What follows belongs to an exercise in optimizing a design on an open flow for small area, a short achievable clock period and few clock cycles; a production flow would make more cautious choices.
Function was checked by simulation only, so behaviour that the tests miss may differ from the original.
No driver is modelled on the clock port, so clocking that relies on it looks cheaper here than on a real chip.
Power and IR drop assume default switching activity.

Setup of build 80:
==> flow/design.v (excerpt) <==
module kbest_ped_sorter #(
  parameter int PED_W = 24,
  parameter int SYM_W = 12,
  parameter int NSYM  = 4,
  parameter int K     = 16,
  parameter int CNT_W = 8
) (
  input  logic                    clk,
  input  logic                    rstn,
  input  logic                    in_valid,
  output logic                    in_ready,
  input  logic                    in_last,
  input  logic [PED_W-1:0]        in_ped,
  input  logic [NSYM*SYM_W-1:0]   in_sym,
  output logic                    out_valid,
  input  logic                    out_ready,
  output logic                    out_last,
  output logic [PED_W-1:0]        out_ped,
  output logic [NSYM*SYM_W-1:0]   out_sym,
  output logic [$clog2(K)-1:0]    out_rank,
  output logic [CNT_W-1:0]        set_count
);
==> flow/config.mk <==
export PLATFORM = sky130hd
export DESIGN_NAME = kbest_ped_sorter
export DESIGN_NICKNAME = kbest_ped_sorter
export VERILOG_FILES = /design/flow/design.v
export SDC_FILE = /design/flow/constraint.sdc
export NUM_CORES = 4
export LEC_CHECK = 0
export CAP_MARGIN = 20
export CORE_MARGIN = 2
export CORE_UTILIZATION = 60
export CTS_CLUSTER_DIAMETER = 60
export CTS_CLUSTER_SIZE = 24
export PLACE_DENSITY = 0.7
export SLEW_MARGIN = 20
==> flow/constraint.sdc <==
create_clock -name core_clock -period 7.0 [get_ports {clk}]
set_input_delay 1.4000 -clock core_clock [delete_from_list [all_inputs] [get_ports {clk}]]
set_output_delay 1.4000 -clock core_clock [all_outputs]
set_load 0.01 [all_outputs]
standard.sh (not shown) runs the stock make flow with config.mk's settings and CLKGATE_MAP_FILE= SYNTH_SCRIPT=/design/flow/synth_recipe.tcl, a recipe that flattens the netlist after the stock synthesis.
==> flow/flow/run.sh <==
#!/bin/bash
# The standard ORFS layout, run step by step so that the setup-repair
# margin can differ between the floorplan step (ideal clocks, no wires) and
# the later steps (propagated clocks, placed and routed wires). Ports are
# buffered with buf_4 instead of the default (a slow delay cell).
set -euo pipefail
FP_MARGIN=2.5
LATE_MARGIN=${LATE_MARGIN:-4}
export BUFFER_PORTS_ARGS="-buffer_cell sky130_fd_sc_hd__buf_4"
sed 's/"\${@:-finish}"/SETUP_SLACK_MARGIN="$SSM" "${@:-finish}"/' standard.sh > standard_margin.sh
grep -q 'SETUP_SLACK_MARGIN="$SSM"' standard_margin.sh
SSM=$FP_MARGIN   bash standard_margin.sh synth     > synth.log 2>&1
SSM=$FP_MARGIN   bash standard_margin.sh floorplan > floorplan.log 2>&1
SSM=$LATE_MARGIN bash standard_margin.sh place     > place.log 2>&1
SSM=$LATE_MARGIN bash standard_margin.sh cts       > cts.log 2>&1
SSM=$LATE_MARGIN bash standard_margin.sh route     > route.log 2>&1
SSM=$LATE_MARGIN bash standard_margin.sh finish    > finish.log 2>&1
test -s out/final.def
Testbench counts of build 80, summed over its fixed seeds: cycles 7,816.
#### Input delta (build 21 over build 80)
diff --git a/flow/flow/run.sh b/flow/flow/run.sh
--- a/flow/flow/run.sh
+++ b/flow/flow/run.sh
@@ -8 +8 @@
-LATE_MARGIN=${LATE_MARGIN:-4}
+LATE_MARGIN=4
diff --git a/flow/config.mk b/flow/config.mk
--- a/flow/config.mk
+++ b/flow/config.mk
@@ -10,4 +10,4 @@
-export CORE_UTILIZATION = 60
-export CTS_CLUSTER_DIAMETER = 60
-export CTS_CLUSTER_SIZE = 24
-export PLACE_DENSITY = 0.7
+export CORE_UTILIZATION = 50
+export CTS_CLUSTER_DIAMETER = 70
+export CTS_CLUSTER_SIZE = 28
+export PLACE_DENSITY = 0.65
@@ -14,0 +15 @@
+export TNS_END_PERCENT = 5
## What came out
Build 21 finished every step from synthesis to the final layout, and the layout passed the timing, DRC and antenna checks.
Diff build 80 -> build 21 | number of inserted filler cells in the final layout | increase of 3287
From build 80 to build 21 the numbers moved as follows: number of maximum-capacitance constraint violations closely matched the old numbers; total design power decreased by 8.4% relative to the old numbers; area fraction of clock buffers and clock inverters decreased by 0.60 points relative to the old numbers.
Lower wire length among build 80 and build 21: build 21
The signed area change from the synthesized netlist to the final layout reported for build 21 is smaller than that of build 80 by 4.4 points.
Of build 80 and build 21, the run reporting the lower setup slack after layout was build 80.
Build 21 vs build 80: estimated wirelength of the detail-placed design up slightly
The following lists how build 73 was set up differently from build 21:
diff --git a/flow/flow/run.sh b/flow/flow/run.sh
--- a/flow/flow/run.sh
+++ b/flow/flow/run.sh
@@ -8 +8 @@
-LATE_MARGIN=4
+LATE_MARGIN=4.5
diff --git a/flow/config.mk b/flow/config.mk
--- a/flow/config.mk
+++ b/flow/config.mk
@@ -10,4 +10,4 @@
-export CORE_UTILIZATION = 50
-export CTS_CLUSTER_DIAMETER = 70
-export CTS_CLUSTER_SIZE = 28
-export PLACE_DENSITY = 0.65
+export CORE_UTILIZATION = 60
+export CTS_CLUSTER_DIAMETER = 60
+export CTS_CLUSTER_SIZE = 24
+export PLACE_DENSITY = 0.7
@@ -15 +14,0 @@
-export TNS_END_PERCENT = 5
### Flow results
- Build 73: aborted in 5_1_grt (tool error)
- Post-CTS setup buffer count (build 73 vs. build 21) increases by more than 100%
- Taking build 21 as the reference, in build 73 total placed cells including tap cells went down by 329, synthesized area per cell was more or less identical.


Setup of before:
Starting RTL as in the previous note.
export LEC_CHECK = 0
export CAP_MARGIN = 20
export CORE_MARGIN = 2
export CORE_UTILIZATION = 50
export CTS_CLUSTER_DIAMETER = 70
export CTS_CLUSTER_SIZE = 28
export PLACE_DENSITY = 0.65
export SLEW_MARGIN = 20
export TNS_END_PERCENT = 2
create_clock -name core_clock -period 7.0 [get_ports {clk}]
==> flow/flow/run.sh <==
#!/bin/bash
# The standard ORFS layout, run step by step so that the setup-repair
# margin can differ between the floorplan step (ideal clocks, no wires) and
# the later steps (propagated clocks, placed and routed wires). Ports are
# buffered with buf_4 instead of the default (a slow delay cell).
set -euo pipefail
FP_MARGIN=2.5
LATE_MARGIN=4.2
export BUFFER_PORTS_ARGS="-buffer_cell sky130_fd_sc_hd__buf_4"
sed 's/"\${@:-finish}"/SETUP_SLACK_MARGIN="$SSM" "${@:-finish}"/' standard.sh > standard_margin.sh
grep -q 'SETUP_SLACK_MARGIN="$SSM"' standard_margin.sh
SSM=$FP_MARGIN   bash standard_margin.sh synth     > synth.log 2>&1
SSM=$FP_MARGIN   bash standard_margin.sh floorplan > floorplan.log 2>&1
SSM=$LATE_MARGIN bash standard_margin.sh place     > place.log 2>&1
SSM=$LATE_MARGIN bash standard_margin.sh cts       > cts.log 2>&1
SSM=$LATE_MARGIN bash standard_margin.sh route     > route.log 2>&1
SSM=$LATE_MARGIN bash standard_margin.sh finish    > finish.log 2>&1
test -s out/final.def
before ended with every stage complete and zero timing, DRC or antenna violations.
Testbench counts of before, summed over its fixed seeds: cycles 7,816.
Setup changes, before to after
-- flow/config.mk --
<<< before, line 10
export CORE_UTILIZATION = 50
export CTS_CLUSTER_DIAMETER = 70
export CTS_CLUSTER_SIZE = 28
export PLACE_DENSITY = 0.65
export SLEW_MARGIN = 20
export TNS_END_PERCENT = 2
>>> after, line 10
export CORE_UTILIZATION = 50
export CTS_CLUSTER_DIAMETER = 75
export CTS_CLUSTER_SIZE = 30
export PLACE_DENSITY = 0.65
export SLEW_MARGIN = 20
export TNS_END_PERCENT = 1
Notes after the runs:
after against before: utilization of the core after routing has decreased, area growth from synthesis to layout has decreased, data arrival time of the critical path has increased, worst-case clock skew has remained practically unchanged, number of standard cells in the final layout excluding fillers has decreased. | detailed-placement wirelength estimate | after vs before | ≈ equal |. Comparing after with before, the smallest hold slack came out essentially unchanged. [after vs before] ratio of final minimum period to clock period: higher in after. Total power of after is lower than that of before.

## re-timing with driven ports
In the flow no input, the clock included, has a driving cell. The finished layouts below were timed again as built, in two steps.
Step 1 (the two cells are an assumption about what drives the block):
set clk [get_ports {clk}]
set_driving_cell -lib_cell sky130_fd_sc_hd__clkbuf_16 $clk
set_driving_cell -lib_cell sky130_fd_sc_hd__buf_2 [delete_from_list [all_inputs] $clk]
Step 2, shift: input delay + t, output delay - t, t = (earliest + latest rising clock arrival at the registers) / 2. This alone moves slack from input paths to output paths.
Slacks: ideal / step 1 / step 2; pairs: ideal / step 1.
| run | t (ns) | setup slack, ns | worst setup path after step 2 | worst register clock-pin slew, ns | worst data-port slew with drivers (ns) |
|---|---|---|---|---|---|
| build 80 | 0.823 | 3.605 / 3.605 / 2.896 | input to register | 0.10 / 0.10 | 0.24 |
| build 21 | 0.834 | 3.709 / 3.710 / 2.885 | input to register | 0.10 / 0.10 | 0.26 |
| before | 0.830 | 3.786 / 3.693 / 2.863 | input to register | 0.11 / 0.11 | 0.24 |
| after | 0.816 | 3.731 / 3.633 / 2.818 | input to register | 0.11 / 0.11 | 0.23 |
After both steps every run listed still meets setup and hold. For before, which loses most, drivers alone change the setup slack by -0.093 ns; drivers and shift together by -0.923 ns.
